This design comes from an exercise in tuning for small area and a short achievable clock period on the open sky130 flow, not from production work.
Only simulation tests tie the RTL to the original design; equivalence was not proved.
No activity file was given, so power comes from the tool's default toggle rates.

==> design.v <==
package bus_pkg;
  localparam int ADDR_W = 20;
  localparam int DATA_W = 8;
  typedef enum logic {
    leer     = 1'b0,
    escribir = 1'b1
  } operacion;
  typedef enum logic [2:0] {
    IDLE = 3'd0,
    ADDR = 3'd1,
    WAIT = 3'd2,
    DATA = 3'd3,
    TURN = 3'd4
  } resp_state_t;
endpackage
module bm_hold (input logic we, input logic nwe, input logic d, input logic q,
                output logic y);
  assign y = (we & d) | (nwe & q);
endmodule
module bm_aoi222 (input logic a1, input logic b1, input logic a2, input logic b2,
                  input logic a3, input logic b3, output logic y);
  assign y = ~((a1 & b1) | (a2 & b2) | (a3 & b3));
endmodule
module bm_nand2 (input logic a, input logic b, output logic y);
  assign y = ~(a & b);
endmodule
module bm_nor2 (input logic a, input logic b, output logic y);
  assign y = ~(a | b);
endmodule
module bm_inv (input logic a, output logic y);
  assign y = ~a;
endmodule
module bm_nand4 (input logic a, input logic b, input logic c, input logic d,
                 output logic y);
  assign y = ~(a & b & c & d);
endmodule
module bm_nor4 (input logic a, input logic b, input logic c, input logic d,
                output logic y);
  assign y = ~(a | b | c | d);
endmodule
module bm_nor3 (input logic a, input logic b, input logic c, output logic y);
  assign y = ~(a | b | c);
endmodule
module bm_aoi22 (input logic a1, input logic b1, input logic a2, input logic b2,
                 output logic y);
  assign y = ~((a1 & b1) | (a2 & b2));
endmodule
module bm_nand3 (input logic a, input logic b, input logic c, output logic y);
  assign y = ~(a & b & c);
endmodule
module bus_mem_responder #(
  parameter logic [bus_pkg::ADDR_W-1:0] BASE = 20'h00000,
  parameter int                DEPTH_LOG2  = 8,
  parameter int                WAIT_STATES = 1,
  parameter logic [bus_pkg::DATA_W-1:0] FILL_BYTE = 8'hFF
) (
  input  logic              clk,
  input  logic              reset,
  input  logic              EN,
  input  logic              RD_WR,
  input  logic [bus_pkg::ADDR_W-1:0] Direction,
  input  logic [bus_pkg::DATA_W-1:0] Bus_in,
  output logic [bus_pkg::DATA_W-1:0] Bus_out,
  output logic              Bus_oe,
  output logic              READY,
  output logic              ERR,
  output logic              Busy
);
  logic        busy_q, addr_q, wait_q, data_q;
  logic        err_q, oe_q, wnow_q;
  logic [7:0]  out_q;
  logic [7:0]  off_q;
  logic        op_q, in_win_q;
  logic [1:0]  phase_q;
  logic [3:0]  wpend_q;           
  logic [7:0]  waddr_q, wdata_q;  
  logic        fwd_q;             
  logic [7:0]  rdbuf_q;
  logic [15:0] rhi_n_q;           
  logic [7:0]  rmt_n_q;           
  logic        rtap_q;            
  logic [15:0] whi_n_q;           
  logic [3:0]  wmid_n_q;          
  logic        at3_q;             
  logic [7:0]  rd;
  logic        accept;
  logic [7:0]  anext, wanext;
  logic [1:0]  rplace_nx, wplace_nx;
  assign accept = !busy_q && EN;
  always_ff @(posedge clk or negedge reset) begin
    if (!reset) begin
      busy_q <= 1'b0;
      addr_q <= 1'b0;
      wait_q <= 1'b0;
      data_q <= 1'b0;
      err_q  <= 1'b0;
      oe_q   <= 1'b0;
      wnow_q <= 1'b0;
      out_q  <= '0;
    end else begin
      busy_q <= accept || addr_q || wait_q || data_q;
      addr_q <= accept;
      wait_q <= addr_q;
      data_q <= wait_q;
      err_q  <= wait_q && !in_win_q;
      oe_q   <= wait_q && !op_q;
      wnow_q <= wait_q && op_q && in_win_q;
      out_q  <= (wait_q && !op_q) ? (in_win_q ? (fwd_q ? wdata_q : rtap_q ? rd : rdbuf_q) : FILL_BYTE) : 8'h00;
    end
  end
  always_ff @(posedge clk) begin
    if (!busy_q) begin
      off_q    <= Direction[7:0];
      op_q     <= RD_WR;
      in_win_q <= (Direction[19:8] == 12'h000);
    end
  end
  always_ff @(posedge clk) begin
    case (phase_q)
      2'd0:    phase_q <= 2'd1;
      2'd1:    phase_q <= 2'd2;
      2'd2:    phase_q <= 2'd3;
      default: phase_q <= 2'd0;
    endcase
  end
  assign wanext = wnow_q ? off_q : waddr_q;
  always_ff @(posedge clk) begin
    wpend_q <= {wpend_q[2:0], wnow_q};
    if (wnow_q) begin
      waddr_q <= off_q;
      wdata_q <= Bus_in;
    end
    rdbuf_q <= rd;
    fwd_q   <= (off_q == waddr_q);
  end
  assign anext     = !busy_q ? Direction[7:0] : off_q;
  assign rplace_nx = anext[1:0] + phase_q + 2'd1;
  assign wplace_nx = wanext[1:0] + phase_q + 2'd1;
  always_ff @(posedge clk) begin
    for (int i = 0; i < 16; i++) begin
      rhi_n_q[i] <= (anext[7:4] != i[3:0]);
      whi_n_q[i] <= (wanext[7:4] != i[3:0]);
    end
    for (int i = 0; i < 4; i++) begin
      rmt_n_q[2*i]   <= !(anext[3:2] == i[1:0] && rplace_nx == 2'd0);
      rmt_n_q[2*i+1] <= !(anext[3:2] == i[1:0] && rplace_nx == 2'd2);
      wmid_n_q[i]    <= (wanext[3:2] != i[1:0]);
    end
    rtap_q <= !rplace_nx[0];
    at3_q  <= (wplace_nx == 2'd3);
  end
  logic       go_n;
  assign go_n = !((|wpend_q) && at3_q);
  logic [127:0] rs;               
  logic [7:0]   row_q [256];      
  genvar r, p, b, k;
  generate
    for (r = 0; r < 64; r++) begin : g_ring
      logic we, nwe;
      logic [7:0] nxt;
      bm_nor3 u_we  (.a(whi_n_q[r / 4]), .b(wmid_n_q[r % 4]), .c(go_n), .y(we));
      bm_inv  u_nwe (.a(we), .y(nwe));
      for (b = 0; b < 8; b++) begin : g_bit
        bm_hold u_h (.we(we), .nwe(nwe), .d(wdata_q[b]), .q(row_q[4*r+3][b]), .y(nxt[b]));
      end
      always_ff @(posedge clk) begin
        row_q[4*r]   <= nxt;
        row_q[4*r+1] <= row_q[4*r];
        row_q[4*r+2] <= row_q[4*r+1];
        row_q[4*r+3] <= row_q[4*r+2];
      end
      for (p = 0; p < 2; p++) begin : g_pl
        bm_nor2 u_rs (.a(rhi_n_q[r / 4]), .b(rmt_n_q[(r % 4) * 2 + p]), .y(rs[2*r+p]));
      end
    end
    for (b = 0; b < 8; b++) begin : g_rd
      logic [42:0] t1;    
      logic [10:0] t2;    
      logic [2:0]  t3;    
      for (k = 0; k < 42; k++) begin : g_t1
        bm_aoi222 u_a (.a1(rs[3*k]),   .b1(row_q[2*(3*k)][b]),
                       .a2(rs[3*k+1]), .b2(row_q[2*(3*k+1)][b]),
                       .a3(rs[3*k+2]), .b3(row_q[2*(3*k+2)][b]), .y(t1[k]));
      end
      bm_aoi22 u_last (.a1(rs[126]), .b1(row_q[252][b]),
                       .a2(rs[127]), .b2(row_q[254][b]), .y(t1[42]));
      for (k = 0; k < 10; k++) begin : g_t2
        bm_nand4 u_n (.a(t1[4*k]), .b(t1[4*k+1]), .c(t1[4*k+2]), .d(t1[4*k+3]), .y(t2[k]));
      end
      bm_nand3 u_n10 (.a(t1[40]), .b(t1[41]), .c(t1[42]), .y(t2[10]));
      bm_nor4 u_o0 (.a(t2[0]), .b(t2[1]), .c(t2[2]), .d(t2[3]), .y(t3[0]));
      bm_nor4 u_o1 (.a(t2[4]), .b(t2[5]), .c(t2[6]), .d(t2[7]), .y(t3[1]));
      bm_nor3 u_o2 (.a(t2[8]), .b(t2[9]), .c(t2[10]), .y(t3[2]));
      bm_nand3 u_f (.a(t3[0]), .b(t3[1]), .c(t3[2]), .y(rd[b]));
    end
  endgenerate
  assign Bus_out = out_q;
  assign Bus_oe  = oe_q;
  assign READY   = data_q;
  assign ERR     = err_q;
  assign Busy    = busy_q;
endmodule
==> run.sh <==
#!/bin/bash
# synth_recipe.tcl (not shown) runs the flow's synth.tcl, then flattens the netlist and writes it again
# the make line also repeats each setting of config.mk as NAME=value (left out here)
make -C /OpenROAD-flow-scripts/flow DESIGN_CONFIG=/design/flow/config.mk WORK_HOME=/design/flow/orfs CLKGATE_MAP_FILE= SYNTH_SCRIPT=/design/flow/synth_recipe.tcl finish
==> config.mk <==
export PLATFORM = sky130hd
export DESIGN_NAME = bus_mem_responder
export DESIGN_NICKNAME = bus_mem_responder
export VERILOG_FILES = /design/flow/design.v
export SDC_FILE = /design/flow/constraint.sdc
export NUM_CORES = 4
export LEC_CHECK = 0
export CAP_MARGIN = 20
export CORE_MARGIN = 2
export CORE_UTILIZATION = 40
export SLEW_MARGIN = 20
export SYNTH_HIERARCHICAL = 1
==> constraint.sdc <==
create_clock -name core_clock -period 5.0 [get_ports {clk}]
set_input_delay 1.0000 -clock core_clock [delete_from_list [all_inputs] [get_ports {clk}]]
set_output_delay 1.0000 -clock core_clock [all_outputs]
set_load 0.01 [all_outputs]
==> run notes <==
==> stage by stage <==
step           setup slack [ns]  area [um2]
6_report                  1.045       64280
5_1_grt                   1.101       64280
4_1_cts                   1.273       64280
3_5_place_dp              1.286       57530
3_3_place_gp              1.258       57530
2_1_floorplan            0.8431       54620
==> flip-flops by register name (all words and copies together) (netlist names), 2 cells and up <==
register / cells
wdata_q: 8
row_q: 2048
wpend_q: 4
rhi_n_q: 16
whi_n_q: 16
off_q: 8
waddr_q: 8
rdbuf_q: 8
rmt_n_q: 8
out_q: 8
wmid_n_q: 4
phase_q: 2
==> per-module statistics from Yosys, one instance, submodules excluded <==
module / cells / times used
bus_mem_responder: 2344 / 1
bm_aoi22: 1 / 8
bm_nor4: 1 / 16
bm_aoi222: 1 / 336
bm_nor3: 1 / 72
bm_hold: 1 / 512
bm_nand4: 1 / 80
bm_nand3: 1 / 16
bm_inv: 1 / 64
bm_nor2: 1 / 128
==> cell usage in the layout (no fill, tap or decap), types with 27 or more instances in the layout <==
cell	count
clkbuf_1	33
clkinv_2	51
nand4_1	82
inv_1	78
clkbuf_16	196
nor3_2	72
a222oi_1	336
nor2_1	138
nand2_1	51
bufinv_16	27
clkdlybuf4s50_1	43
clkbuf_8	34
nand3_1	28
a22o_1	520
dfxtp_1	2121
buf_4	28
==> cell usage after synthesis <==
cell type	instances
dfxtp_1	2125
a22o_1	520
a222oi_1	336
nor2_1	138
nand4_1	82
inv_1	78
nor3_2	72
nand2_1	51
nand3_1	28
nor4_2	16
dfrtp_1	15
mux2i_1	11
edfxtp_1	10
mux2_2	10
xnor2_1	10
a21oi_1	8
a22oi_2	8
buf_2	8
nand2b_1	7
o21ai_0	7
nor2b_1	6
ha_1	4
o2bb2ai_1	4
nor4_1	3
and3_1	2
buf_4	2
clkbuf_1	2
o21ai_1	2
o22ai_1	2
o32ai_1	2
xnor2_2	2
buf_6	1
mux2i_4	1
o41ai_1	1
or4_1	1
xnor2_4	1
==> cell type report <==
class	instances	share of cell area [%]
Antenna cell	1	0.003893
Clock buffer	263	8.551
Timing Repair Buffer	76	1.152
Inverter	78	0.4555
Sequential cell	2150	67.24
Multi-Input combinational cell	1335	17.18
Tap cell	1781	3.467
Clock inverter	91	1.952
==> power groups by stage <==
| stage | Clock (W) | Combinational (W) | Sequential, W |
|---|---|---|---|
| after floorplan | 0 | 0.000682 | 0.0185 |
| after global placement | 0 | 0.00131 | 0.0188 |
| after detailed placement | 0 | 0.00133 | 0.0188 |
| after CTS | 0.0156 | 0.00133 | 0.0184 |
| after global routing | 0.0164 | 0.00141 | 0.0185 |
| final | 0.0154 | 0.00136 | 0.0184 |
==> routing by layer <==
metal | global-route usage, % | vias up
li1 | - | 14240
met3 | 3.830 | 247
met1 | 29.14 | 15920
met2 | 29.75 | 1291
met5 | 0 | -
met4 | 6.898 | 2
==> worst max-delay path by stage <==
stage / from / end / slack, ns
floorplan: wpend_q[1] / row_q[0][0] / 0.84
global placement: rmt_n_q[1] / out_q[2] / 1.26
detailed placement: rmt_n_q[1] / out_q[2] / 1.29
CTS: rmt_n_q[1] / out_q[2] / 1.27
global route: rmt_n_q[1] / out_q[2] / 1.10
finish: rmt_n_q[1] / out_q[2] / 1.05
==> cell families (layout without fill, tap and decap cells) <==
group                    count (synthesis)  in the layout  synth area share [%]
flip-flops                            2150           2150                 79.14
AO/OA/AOI/OAI                          890            890                 14.97
AND/OR/NAND/NOR                        406            406                 4.402
buffers and inverters                   91            508                0.6714
multiplexers                            22             22                0.4491
XOR/XNOR                                13             13                0.2704
adder cells (fa/ha/maj)                  4              4               0.09166
other                                    0              1                     0
==> flow_summary.yaml <==
floorplanning:
  die_area_um2: 139500
  dieWidth_um: 373.5
  initial_core_util_pct: 40.31
  io_pins: 44
  core.rowCount: 135
  core_um2: 135500
  fp.dieH_um: 373.5
sta:
  slew_violations: 0
  finalSetupViolCount: 0
  max_freq_ghz: 0.2528
  period_minus_slack_ns: 3.955
  fin_skew_ns: 0.04008
  fin_crit_sh_pct: 79.10
  rsz0062_at_grt: "no"
  holdWs_ns: 0.2980
  maxSlewHeadroom_pct: 26.88
  finalSetupTns_ns: 0
  hold_viol_final: 0
  tightest_slew_ns: 1.097
synthesis:
  syn-num-nets: 3612
  synth_area_leader_cell: "dfxtp_1"
  ys_types: 36
  ys_ff_latch: 2150
  synthesis.area_um2: 54610
  yosysWarnings: 9
  ys_seq_area_share_pct: 79.14
  synth.area.top_cells: "dfxtp_1 78%, a22o_1 8.3%, a222oi_1 6.2%"
  synth_top_area_share_pct: 77.90
  synth_cells: 3576
  syn_area_per_cell_um2: 15.27
setup_path:
  r2r_end: "out_q[2]"
  cp_num_buf_inv: 0
  rr_startpoint: "rmt_n_q[1]"
  end_kind: "flip-flop"
  critPathRequiredTime_ns: 5.66
  cp.arrival_ns: 4.61
  critical_path_class: "flip-flop to flip-flop"
  cp_slowest_cell: "dfxtp_1"
  critPathTopFamily: "simple AND/OR/NAND/NOR gates"
  start_kind: "flip-flop"
  reg2reg_depth: 8
  path_depth: 8
  crit_chain: "nor2_1, a222oi_1, nand4_1, nor4_2, nand3_1, mux2_2, mux2i_1, a21oi_1"
  r2r_slack_ns: 1.05
  critPathMaxStageDelay_ns: 1.02
  cp_max_fo: 8
run_status:
  status: "no timing/DRC/antenna violations"
cells_and_area:
  drive_gt1_share_pct: 11.75
  areaGrowthSynthToFinish_pct: 17.71
  fin_util_pct: 47.45
  nNetsFinal: 3867
  nFillCells: 11690
  stdcell_count: 5775
  seq_area_um2: 43220
  multi_input_area_um2: 11040
global_routing:
  grt_max_degree: 66
  grt_remaining_overflow: 0
  antenna_found_initial: 5
  grt_pass1_vias: 31080
  grt_pass1_wl_mm: 209.4
  grtUsageTotal_pct: 20.04
pwr:
  seq_power_share_pct: 52.3
  p_clk_share_pct: 43.8
  switching_share_pct: 22.76
  combPwrFrac_pct: 3.9
  p_total_w: 0.03524
  power_density_nw_per_um2: 548.2
  p_leak_nw: 24.17
  peakVddDrop_mv: 0.3639
  internal_power_w: 0.02722
  p_sw_w: 0.008020
detailed_routing:
  drt-initial-drc-count: 4503
  ant_nets: 0
  routed-wl-met3_mm: 10.81
  drtPass1Iterations: 10
  dr.max_layer_used: "met5"
  drt-met1-wl_mm: 66.46
  wl_met2_mm: 61.57
  wirelength_mm: 143.1
  num_vias: 31700
  via_per_inst: 5.488
  drc: 0
  wl_per_cell_um: 24.78
cts:
  htreeDepth: 4
  clock-sinks: 2150
  cts_setup_buffers: 0
  cts-root-buf: "clkbuf_16"
  cts_tree: "yes"
  cts_buffers: 190
  hold_buffers: 0
  post_cts_resized: 0
  clockBufferDepth: 3
  clk_latency_ns: 0.80
  clkSlewWorstSetupHoldPaths_ns: 0.07
placement:
  routabilityCongestion: 0.8644
  place_hpwl_mm: 91.27
  portBuffers: 43
  dp_cells: 5420
flow_run:
  drv_cap: 0
min_path:
  min_from: "row_q[233][3]"
  holdPathStages: 0
  hold_class: "flip-flop to flip-flop"
  hold_path_end: "row_q[234][3]"

-- separate check: timing with driven ports --
In the flow no input, the clock included, has a driving cell. The finished layout below was timed again as built, in two steps. Step 1 sets driving cells, clkbuf_16 on the clock port and buf_2 on the other inputs (assumed; they add their load-dependent delay and slew). Step 2 times the ports against the registers' clock, not the clock port: input delays grow and output delays shrink by t, the midpoint of the rising clock arrivals with the driver on. Slacks: ideal ports / drivers / drivers and shift; pairs: ideal ports / drivers.
t (ns): 0.861
setup slack, ns: 1.045 / 1.045 / 1.045
worst setup path at the end: register to register
worst register clock-pin slew, ns: 0.07 / 0.07
cell pins on the clock port's net: 1
After both steps this run still meets setup and hold. The setup slack of this run moves by 0.000 ns with the drivers and by 0.000 ns with both steps.
